This is an optimization exercise on Yosys and OpenROAD, whose aim is small area, a short achievable clock period and few clock cycles per item, not a production implementation. In this exercise RTL edits were held to simulation tests only and were not proved equivalent to the original. Power and IR drop assume default switching activity.

`flow/design.v`:
```
module acr_dma_copy #(
   parameter int ADDR_W     = 32,
   parameter int DATA_W     = 64,
   parameter int BURST_LEN  = 16,
   parameter int FIFO_DEPTH = 32
) (
   input  logic                acr_clk,
   input  logic                acr_rst,
   input  logic                cmd_valid,
   output logic                cmd_ready,
   input  logic [ADDR_W-1:0]   cmd_src,
   input  logic [ADDR_W-1:0]   cmd_dst,
   input  logic [15:0]         cmd_beats,
   output logic                busy,
   output logic                done,
   output logic                err,
   output logic [1:0]          dbg_state,
   output logic [ADDR_W-1:0]   axi_araddr,
   output logic [3:0]          axi_arlen,
   output logic                axi_arvalid,
   input  logic                axi_arready,
   input  logic [DATA_W-1:0]   axi_rdata,
   input  logic [1:0]          axi_rresp,
   input  logic                axi_rlast,
   input  logic                axi_rvalid,
   output logic                axi_rready,
   output logic [ADDR_W-1:0]   axi_awaddr,
   output logic [3:0]          axi_awlen,
   output logic                axi_awvalid,
   input  logic                axi_awready,
   output logic [DATA_W-1:0]   axi_wdata,
   output logic [DATA_W/8-1:0] axi_wstrb,
   output logic                axi_wlast,
   output logic                axi_wvalid,
   input  logic                axi_wready,
   input  logic [1:0]          axi_bresp,
   input  logic                axi_bvalid,
   output logic                axi_bready
);
   logic        busy_q, done_q, err_q;
   logic [28:0] ar_a;           
   logic [12:0] ar_nb;          
   logic [3:0]  ar_el;          
   logic        arv_q;
   logic [28:0] aw_a;           
   logic [12:0] aw_nb;          
   logic [3:0]  d_el;           
   logic        awv_q, aw_pend;
   logic [2:0]  b_out;          
   logic [3:0]  w_lo;           
   logic [12:0] w_nb;           
   logic        w_fin;          
   logic        acc, nz, ar_hs, aw_hs, w_hs, b_hs, ar_last, aw_last, w_last;
   logic [16:0] ar_e0, aw_e0;
   logic [2:0]  b_nxt;
   assign acc   = cmd_valid && !busy_q && !done_q;
   assign nz    = (cmd_beats != 16'd0);
   assign ar_e0 = 17'(cmd_beats) + 17'(cmd_src[6:3]) - 17'd1;
   assign aw_e0 = 17'(cmd_beats) + 17'(cmd_dst[6:3]) - 17'd1;
   assign ar_hs = arv_q && axi_arready;
   assign aw_hs = awv_q && axi_awready;
   assign w_hs  = busy_q && axi_rvalid && axi_wready;
   assign b_hs  = busy_q && axi_bvalid;
   assign ar_last = (ar_nb == 13'd0);
   assign aw_last = (aw_nb == 13'd0);
   assign w_last  = (w_nb == 13'd0) && (w_lo == d_el);
   assign b_nxt   = b_out + 3'(aw_hs) - 3'(b_hs);
   always_ff @(posedge acr_clk) begin
      if (acr_rst) begin
         busy_q  <= 1'b0;
         done_q  <= 1'b0;
         err_q   <= 1'b0;
         arv_q   <= 1'b0;
         awv_q   <= 1'b0;
         aw_pend <= 1'b0;
         b_out   <= 3'd0;
      end else begin
         b_out <= b_nxt;
         if (acc) begin
            busy_q  <= nz;
            done_q  <= !nz;
            err_q   <= 1'b0;
            arv_q   <= nz;
            awv_q   <= nz;
            aw_pend <= nz;
         end else begin
            if ((w_hs && axi_rresp != 2'b00) || (b_hs && axi_bresp != 2'b00)) err_q <= 1'b1;
            if (ar_hs && ar_last) arv_q <= 1'b0;
            if (aw_hs) begin
               awv_q <= !aw_last && (b_nxt != 3'd7);
               if (aw_last) aw_pend <= 1'b0;
            end else if (!awv_q && aw_pend && b_out != 3'd7) begin
               awv_q <= 1'b1;
            end
            done_q <= busy_q && b_hs && b_out == 3'd1 && !aw_pend && w_fin;
            if (busy_q && b_hs && b_out == 3'd1 && !aw_pend && w_fin) busy_q <= 1'b0;
         end
      end
   end
   always_ff @(posedge acr_clk) begin
      if (acc) begin
         ar_a  <= cmd_src[31:3];
         ar_nb <= ar_e0[16:4];
         ar_el <= ar_e0[3:0];
         aw_a  <= cmd_dst[31:3];
         aw_nb <= aw_e0[16:4];
         d_el  <= aw_e0[3:0];
         w_lo  <= cmd_dst[6:3];
         w_nb  <= aw_e0[16:4];
         w_fin <= !nz;
      end else begin
         if (ar_hs) begin
            ar_a  <= {ar_a[28:4] + 25'd1, 4'd0};
            ar_nb <= ar_nb - 13'd1;
         end
         if (aw_hs) begin
            aw_a  <= {aw_a[28:4] + 25'd1, 4'd0};
            aw_nb <= aw_nb - 13'd1;
         end
         if (w_hs) begin
            w_lo <= w_lo + 4'd1;
            if (w_lo == 4'hF) w_nb <= w_nb - 13'd1;
            if (w_last) w_fin <= 1'b1;
         end
      end
   end
   assign cmd_ready   = !busy_q && !done_q;
   assign busy        = busy_q;
   assign done        = done_q;
   assign err         = err_q;
   assign dbg_state   = {done_q, busy_q};
   assign axi_araddr  = {ar_a, 3'b000};
   assign axi_arlen   = (ar_last ? ar_el : 4'hF) - ar_a[3:0];
   assign axi_arvalid = arv_q;
   assign axi_rready  = axi_wready;
   assign axi_awaddr  = {aw_a, 3'b000};
   assign axi_awlen   = (aw_last ? d_el : 4'hF) - aw_a[3:0];
   assign axi_awvalid = awv_q;
   assign axi_wdata   = axi_rdata;
   assign axi_wstrb   = '1;
   assign axi_wlast   = (w_lo == 4'hF) || w_last;
   assign axi_wvalid  = busy_q && axi_rvalid;
   assign axi_bready  = busy_q;
endmodule
```
`flow/run.sh`:
```
#!/bin/bash
# synth_recipe.tcl (not shown) runs the flow's synth.tcl, then flattens the netlist and writes it again
# the make line also repeats each setting of config.mk as NAME=value (left out here)
make -C /OpenROAD-flow-scripts/flow DESIGN_CONFIG=/design/flow/config.mk WORK_HOME=/design/flow/orfs CLKGATE_MAP_FILE= SYNTH_SCRIPT=/design/flow/synth_recipe.tcl finish
```
`flow/config.mk`:
```
export PLATFORM = sky130hd
export DESIGN_NAME = acr_dma_copy
export DESIGN_NICKNAME = acr_dma_copy
export VERILOG_FILES = /design/flow/design.v
export SDC_FILE = /design/flow/constraint.sdc
export NUM_CORES = 4
export LEC_CHECK = 0
export CAP_MARGIN = 20
export CORE_MARGIN = 2
export CORE_UTILIZATION = 40
export SLEW_MARGIN = 20
```
`flow/constraint.sdc`:
```
create_clock -name core_clock -period 6.5 [get_ports {acr_clk}]
set_input_delay 1.3000 -clock core_clock [delete_from_list [all_inputs] [get_ports {acr_clk}]]
set_output_delay 1.3000 -clock core_clock [all_outputs]
set_load 0.01 [all_outputs]
```
==> results.txt <==
==> power breakdown <==
group / switching, mW / leakage (nW) / internal (mW)
sequential: 0.108 / 1.14 / 1.00
combinational: 0.368 / 2.62 / 0.351
clock: 0.366 / 0.277 / 0.579
total: 0.842 / 4.04 / 1.93
==> metal layers <==
metal	GRT usage, %	vias to the layer above	routed length [um]
li1	-	3327	-
met1	23.7	3002	9620
met2	28.3	181	9110
met3	4.04	17	1140
met4	4.39	0	180
met5	0	-	0
==> placed cells by master, fill, tap and decap left out, types with 8 or more instances in the layout <==
master / n
and3_1: 11
xor2_1: 62
nor2b_1: 11
nor3_1: 19
nand2_1: 106
nand4_1: 11
a21o_1: 8
nor2_1: 71
xnor2_1: 45
conb_1: 14
o21ai_0: 75
dfxtp_1: 9
ha_1: 50
a21oi_1: 37
inv_1: 69
clkbuf_16: 17
edfxtp_1: 110
clkdlybuf4s50_1: 163
nand3_1: 29
==> registers in the layout, indices dropped and copies added (netlist names) <==
signal   flops
w_nb        13
d_el         4
w_lo         4
ar_a        29
aw_nb       13
busy_q       1
awv_q        1
done_q       1
aw_pend      1
ar_nb       13
ar_el        4
b_out        3
w_fin        1
aw_a        29
err_q        1
arv_q        1
==> path summary, 6_finish.rpt <==
path,startpoint,endpoint,slack (ps),cells after the start
worst min register to register,arv_q,arv_q,530,2
worst min-delay path,arv_q,arv_q,530,2
worst max-delay path,ar_nb[5],axi_arlen[3],1140,10
worst max register to register,busy_q,w_nb[12],3360,7
==> through the flow <==
step	setup WS, ps	power [mW]	utilization [%]	std cells
5_1_grt	930	2.93	50.3	1314
2_1_floorplan	2560	1.58	-	948
4_1_cts	1050	2.80	50.1	1313
3_3_place_gp	1480	1.83	47.3	1281
3_5_place_dp	1530	1.84	47.3	1281
6_report	1140	2.77	50.3	1315
==> cell type report <==
class,instances,area [sq um]
antenna,1,2.50
clock buffer,19,443
clock inverter,13,148
fill,2011,10500
inverter,70,264
multi-input combinational,651,4240
sequential,119,3480
tap,275,344
timing repair buffer,167,1680
==> cell families after synthesis <==
logic type      count (synthesis)
simple gates                  304
buf+inv                       178
compound gates                163
flops                         119
xor+xnor                      108
fa+ha+maj                      55
mux                             7
other cells                     2
==> worst min-delay path, cell delays in order, from the launching register on <==
cell	delay, ps
dfxtp_1	320
o211ai_1	90
a21oi_1	70
==> impl_metrics.py <==
metrics = {
    "synthesis": {
        "synth_xor_area_share_pct": 11.0,
        "synth-simple-area-share_pct": 16.7,
        "synth_top_family_by_area": "simple AND/OR/NAND/NOR gates",
        "yosys_warnings": 1,
        "synth_common_cells": "edfxtp_1 (110), nand2_1 (109), buf_4 (83)",
        "synth_cells": 936,
        "yosysSeqAreaShare_pct": 40.3,
        "ys_ff_latch": 119,
        "ys.flop_type": "edfxtp_1",
        "synth_cell_types": 64,
        "yosysMostFrequentCell": "edfxtp_1",
        "synthTopCellsByArea": "edfxtp_1 (38%), ha_1 (7.2%), buf_4 (7.2%)",
        "async_flop_share_pct": 0,
        "synth_top_area_share_pct": 38.2,
        "yosysTopAreaCell": "edfxtp_1",
        "synthAdderAreaFrac_pct": 8.40,
        "syn_area_sq_um": 8640,
        "synth_compound_area_share_pct": 11.2,
        "syn_area_per_cell_sq_um": 9.23,
        "synth.area.mux_share_pct": 0.840,
        "synth_edf_count": 110,
    },
    "run": {
        "drv_cap": 0,
    },
    "routing": {
        "routedWlPerCell_um": 15.3,
        "ant_nets": 0,
        "drtIter0Drc": 342,
        "drc_errors": 0,
        "drt_pass1_iterations": 4,
        "wl_mm": 20.1,
        "vias_per_cell": 4.96,
        "vias": 6527,
    },
    "global_route": {
        "grt_pass1_vias": 6170,
        "grt_start_max_net_pins": 103,
        "grt_first_pass_wirelength_mm": 31.1,
        "grt-ovfl-total": 0,
        "track_usage_pct": 17.5,
        "antenna_found_initial": 0,
    },
    "setup_path": {
        "path_max_fanout": 5,
        "crit_path_start_kind": "register",
        "slowest_stage": "clkdlybuf4s50_1",
        "cp-end-kind": "primary output",
        "arrival_ps": 4060,
        "critPathMaxStageDelay_ps": 570,
        "critPathKind": "reg2out",
        "worst-endpoint-required_ps": 5200,
        "cpLargestDelayFamily": "simple AND/OR/NAND/NOR gates",
        "cp_cell_sequence": "or3_1 -> nor4b_1 -> nand4b_1 -> or2_2 -> ha_1 -> a21o_1 -> a21oi_1 -> xor2_1 -> xnor2_1 -> clkdlybuf4s50_1",
        "crit_buf_inv": 1,
    },
    "power_and_ir_drop": {
        "leakagePower_nw": 4.04,
        "p_per_area_nw_per_um2": 262,
        "ir_drop_mv": 0.174,
    },
    "clock_network": {
        "cts_resized": 0,
        "cts_hold_buf": 0,
        "cts-buffers-inserted": 17,
        "cts_buffer_depth": 2,
        "cts_root_buf": "clkbuf_16",
        "post-cts-setup-buffer-count": 0,
        "cts_tree": "built",
        "clkSlewWorstSetupHoldPaths_ps": 60,
        "clkSinkCount": 119,
        "worstSkewPairLatency_ps": 410,
        "htreeDepth": 4,
    },
    "floorplanning": {
        "rows": 53,
        "die_h_um": 151,
        "start_util_pct": 41.0,
        "io-pin-count": 313,
        "core-area_sq_um": 21100,
        "dieArea_sq_um": 22800,
        "dieWidth_um": 151,
    },
    "placement": {
        "place.gp.congestion": 0.828,
        "hpwl_mm": 14.7,
        "postPlaceCellArea_sq_um": 9980,
        "io_buffers": 163,
    },
    "cells_and_area": {
        "area_growth_pct": 22.7,
        "final_area_sq_um": 10600,
        "nNetsFinal": 1238,
        "drive_above_1_share_pct": 5.68,
    },
    "min_path": {
        "min_path_type": "reg2reg",
    },
    "timing": {
        "worstMarginPinSlew_ps": 1030,
        "period_share_pct": 82.4,
        "finClkSkew_ps": 8.65,
        "setup_tns_ps": 0,
        "drv_slew": 0,
        "slew_headroom_pct": 31.3,
        "hold_ws_ps": 526,
        "period_needed_ps": 5360,
        "finalHoldViolCount": 0,
        "rsz0062_at_grt": "false",
        "finalSetupViolCount": 0,
        "max_freq_mhz": 187,
    },
    "run_status": {
        "outcome": "finished clean",
    },
}
Testbench counts, summed over its fixed seeds: cycles 47,140, beats 35,812.

## re-timing with driven ports
No port has a modelled driver above. Below, the same layout with a new extraction and two added sets of constraints.
Step 1 (the two cells are an assumption about what drives the block):
set clk [get_ports {acr_clk}]
set_driving_cell -lib_cell sky130_fd_sc_hd__clkbuf_16 $clk
set_driving_cell -lib_cell sky130_fd_sc_hd__buf_2 [delete_from_list [all_inputs] $clk]
Step 2 moves the port delays by t, midway between the first and last clock arrival at a register: inputs arrive t later, outputs are due t later. That takes back most of the time a late clock gives input paths.
Three values: no drivers, after step 1, after step 2; two values: the first two.
shift t [ns]: 0.455
slack for setup (ns): 1.142 / 1.097 / 1.552
worst setup path after step 2: register to output
latest minus earliest clock arrival (ns): 0.010 / 0.010
pins driven straight from the clock port: 1
After both steps setup and hold are still met in this run. For this run, drivers alone change the setup slack by -0.045 ns; drivers and shift together by +0.410 ns.
